What follows belongs to an exercise in optimizing a design on an open flow for small area, a short achievable clock period and few clock cycles per item; a production flow would make more cautious choices. Function was checked by simulation only, so behaviour that the tests miss may differ from the original. No activity file was given, so power comes from the tool's default toggle rates.

Design kmeans_pixel_assign_accumulate, start of the top module:
module kmeans_pixel_assign_accumulate
#(
    parameter int NUM_CLUSTERS = kpa_pkg::NUM_CLUSTERS_DEF
) (
    input  logic                            clk,
    input  logic                            rst_n,
    input  logic                            pixels_valid,
    output logic                            pixels_ready,
    input  logic [kpa_pkg::PIXEL_W-1:0]     pixels_pixel,
    input  logic                            pixels_first_pixel,
    input  logic                            pixels_last_pixel,
    output logic                            results_valid,
    input  logic                            results_ready,
    output logic                            results_item_kind,
    output logic [kpa_pkg::CLUSTER_W-1:0]   results_cluster,
    output logic [kpa_pkg::SUM_W-1:0]       results_pixel_sum,
    output logic [kpa_pkg::COUNT_W-1:0]     results_pixel_count,
    output logic                            results_end_of_run,
    input  logic                            cfg_write,
    input  logic [kpa_pkg::CFG_INDEX_W-1:0] cfg_index,
    input  logic [kpa_pkg::CENTROID_W-1:0]  cfg_data
);
==> flow/config.mk <==
export PLATFORM = sky130hd
export DESIGN_NAME = kmeans_pixel_assign_accumulate
export DESIGN_NICKNAME = kmeans_pixel_assign_accumulate
export VERILOG_FILES = /design/flow/design.v
export SDC_FILE = /design/flow/constraint.sdc
export NUM_CORES = 4
export LEC_CHECK = 0
export CAP_MARGIN = 20
export CORE_MARGIN = 2
export CORE_UTILIZATION = 50
export PLACE_DENSITY = 0.65
export SETUP_SLACK_MARGIN = 5
export SLEW_MARGIN = 20
==> flow/constraint.sdc <==
create_clock -name core_clock -period 11.0 [get_ports {clk}]
set_input_delay 2.2000 -clock core_clock [delete_from_list [all_inputs] [get_ports {clk}]]
set_output_delay 2.2000 -clock core_clock [all_outputs]
set_load 0.01 [all_outputs]
run.sh (not shown) runs the stock make flow with config.mk's settings and CLKGATE_MAP_FILE= SYNTH_SCRIPT=/design/flow/synth_recipe.tcl, a recipe that flattens the netlist after the stock synthesis.
The starting point completed without violations.
Testbench counts at the start, summed over its fixed seeds: cycles 31,904, pixels 30,720.
Edit:
==> flow/flow/run.sh (new file) <==
#!/bin/bash
set -euo pipefail
bash standard.sh SETUP_SLACK_MARGIN=7.4 "BUFFER_PORTS_ARGS=-buffer_cell sky130_fd_sc_hd__buf_2" finish > orfs_make.log 2>&1
==> flow/standard.sh (new file) <==
#!/bin/bash
# synth_recipe.tcl (not shown) runs the flow's synth.tcl, then flattens the netlist and writes it again
# the make line also repeats each setting of config.mk as NAME=value (left out here)
make -C /OpenROAD-flow-scripts/flow DESIGN_CONFIG=/design/flow/config.mk WORK_HOME=/design/flow/orfs CLKGATE_MAP_FILE= SYNTH_SCRIPT=/design/flow/synth_recipe.tcl "${@:-finish}"
--- a/flow/config.mk
+++ b/flow/config.mk
@@ -8,6 +8,5 @@
 export CAP_MARGIN = 20
 export CORE_MARGIN = 2
-export CORE_UTILIZATION = 50
-export PLACE_DENSITY = 0.65
-export SETUP_SLACK_MARGIN = 5
+export CORE_UTILIZATION = 65
+export PLACE_DENSITY = 0.75
 export SLEW_MARGIN = 20
removed: flow/run.sh
The new run produced a clean layout.
Combinational power rose by about 4%.
Setup slack gets better by 1.1 ns.
Count of clock-buffer cells in the layout rose by 2.
Non-clock buffer count rose by 22.
Final area fell by 0.74%.
Wire length fell by 1.4%.
Synthesized area does not change.
Hold slack gets better by 0.0084 ns.
Die area fell by 23%.
Synthesized cell count does not change.
Register-to-register slack gets better by 1.1 ns.

---

kmeans_pixel_assign_accumulate again, from the RTL that the note above started with.
==> flow/config.mk <==
export PLATFORM = sky130hd
export DESIGN_NAME = kmeans_pixel_assign_accumulate
export DESIGN_NICKNAME = kmeans_pixel_assign_accumulate
export VERILOG_FILES = /design/flow/design.v
export SDC_FILE = /design/flow/constraint.sdc
export NUM_CORES = 4
export LEC_CHECK = 0
export CAP_MARGIN = 20
export CORE_MARGIN = 2
export CORE_UTILIZATION = 60
export PLACE_DENSITY = 0.72
export SLEW_MARGIN = 20
==> flow/constraint.sdc <==
create_clock -name core_clock -period 11.0 [get_ports {clk}]
set_input_delay 2.2000 -clock core_clock [delete_from_list [all_inputs] [get_ports {clk}]]
set_output_delay 2.2000 -clock core_clock [all_outputs]
set_load 0.01 [all_outputs]
standard.sh (not shown) runs the stock make flow with config.mk's settings and CLKGATE_MAP_FILE= SYNTH_SCRIPT=/design/flow/synth_recipe.tcl, a recipe that flattens the netlist after the stock synthesis.
==> flow/flow/run.sh <==
#!/bin/bash
set -euo pipefail
bash standard.sh SETUP_SLACK_MARGIN=7.6 finish > orfs_make.log 2>&1
The first run passed the timing, design-rule and antenna checks.
Testbench counts at the start, summed over its fixed seeds: cycles 31,904, pixels 30,720.
Next try:
==> flow/flow/run.sh (replaced) <==
#!/bin/bash
set -euo pipefail
bash standard.sh SETUP_SLACK_MARGIN=7.6 "BUFFER_PORTS_ARGS=-buffer_cell sky130_fd_sc_hd__buf_2" finish > orfs_make.log 2>&1
- CORE_UTILIZATION: 60 -> 55
- PLACE_DENSITY: 0.72 -> 0.7
Wire length drops by 4.0%.
Final area decreases by 0.75%.
Clock power rose by about 5%.
Global-route usage came out lower by 3.3 points.
Flip-flop and latch count does not change.
Clock-buffer cell count goes up by 10.
Final cell count increases by 1.2%.
Setup slack improves by 0.039 ns.
Combinational power shrinks by about 3%.
Core utilization decreases by 6.7 points.
Next try:
- CORE_UTILIZATION: 55 -> 65
- PLACE_DENSITY: 0.7 -> 0.75
The changed run finished clean; critical path depth climbs by 1; combinational power went down by about 5%; via count barely changes; synthesized cell count stays the same; fmax goes down by 0.94%; count of clock-buffer cells in the layout drops by 4; flip-flop and latch count does not change.
Next try:
==> flow/flow/run.sh (replaced) <==
#!/bin/bash
set -euo pipefail
bash standard.sh SETUP_SLACK_MARGIN=7 finish > orfs_make.log 2>&1
- CORE_UTILIZATION: 65 -> 50
- PLACE_DENSITY: 0.75 -> 0.65
=> Synthesized cell count stays the same. Routed wire length came out lower slightly. Clock power rose by roughly a tenth. Design area climbs slightly. Flip-flop and latch count stays the same. Final cell count rises by a few percent. Global-route usage shrinks by 7.2 points. Critical path depth falls by 14. Combinational power falls by a few percent.
Next try:
==> flow/flow/run.sh (replaced) <==
#!/bin/bash
set -euo pipefail
bash standard.sh SETUP_SLACK_MARGIN=7.7 "BUFFER_PORTS_ARGS=-buffer_cell sky130_fd_sc_hd__buf_2" finish > orfs_make.log 2>&1
- CORE_UTILIZATION: 50 -> 60
- PLACE_DENSITY: 0.65 -> 0.72
- count of clock-buffer cells in the layout fell by 5
- combinational power rose by 17%
- routed wire length rose by 6.3%
- fmax rose by 13%
- final area rose by 3.3%
Next try:
==> flow/flow/run.sh (replaced) <==
#!/bin/bash
set -euo pipefail
bash standard.sh SETUP_SLACK_MARGIN=7.6 "BUFFER_PORTS_ARGS=-buffer_cell sky130_fd_sc_hd__buf_2" finish > orfs_make.log 2>&1
=> Power is lower by a few percent. Worst setup slack improved by 0.051 ns. Synthesized cell count is unchanged. Sequential power is about the same. Final area went down by a few percent. Clock skew barely changes. Synthesized area stays the same. Wire length went down by a few percent. Utilization decreases by 1.9 points. Global-route usage drops by 0.61 points. Final cell count came out lower slightly.

[afterwards: timing with drivers on the ports]
No port has a modelled driver above. Below, the same layouts with a new extraction and two added sets of constraints.
Step 1 (the two cells are an assumption about what drives the block):
set clk [get_ports {clk}]
set_driving_cell -lib_cell sky130_fd_sc_hd__clkbuf_16 $clk
set_driving_cell -lib_cell sky130_fd_sc_hd__buf_2 [delete_from_list [all_inputs] $clk]
Step 2 also shifts input and output timing later by t, the mid clock arrival at the registers, as if the neighbouring blocks saw the same clock.
Three values: ideal, step 1, step 2; two values: the first two.
run | t (ns) | setup WS [ns] | hold slack, ns | worst setup path after step 2
the first run of note 1 | 0.667 | 6.382 / 6.382 / 6.077 | 0.326 / 0.326 / 0.326 | input to register
the second run of note 1 | 0.653 | 7.438 / 7.453 / 6.817 | 0.334 / 0.334 / 0.334 | input to register
the first run of note 2 | 0.660 | 7.507 / 7.507 / 7.053 | 0.329 / 0.329 / 0.329 | input to register
the second run of note 2 | 0.674 | 7.546 / 7.546 / 7.003 | 0.330 / 0.330 / 0.330 | input to register
the third run of note 2 | 0.663 | 7.513 / 7.468 / 7.014 | 0.348 / 0.348 / 0.348 | input to register
the fourth run of note 2 | 0.667 | 7.111 / 7.050 / 6.544 | 0.350 / 0.350 / 0.350 | input to register
the fifth run of note 2 | 0.677 | 7.546 / 7.542 / 7.147 | 0.325 / 0.325 / 0.325 | input to register
the sixth run of note 2 | 0.665 | 7.597 / 7.565 / 7.083 | 0.327 / 0.327 / 0.327 | input to register
After both steps setup and hold are still met in every run listed. The setup slack of the second run of note 1, which loses most, moves by +0.015 ns with the drivers and by -0.621 ns with both steps.
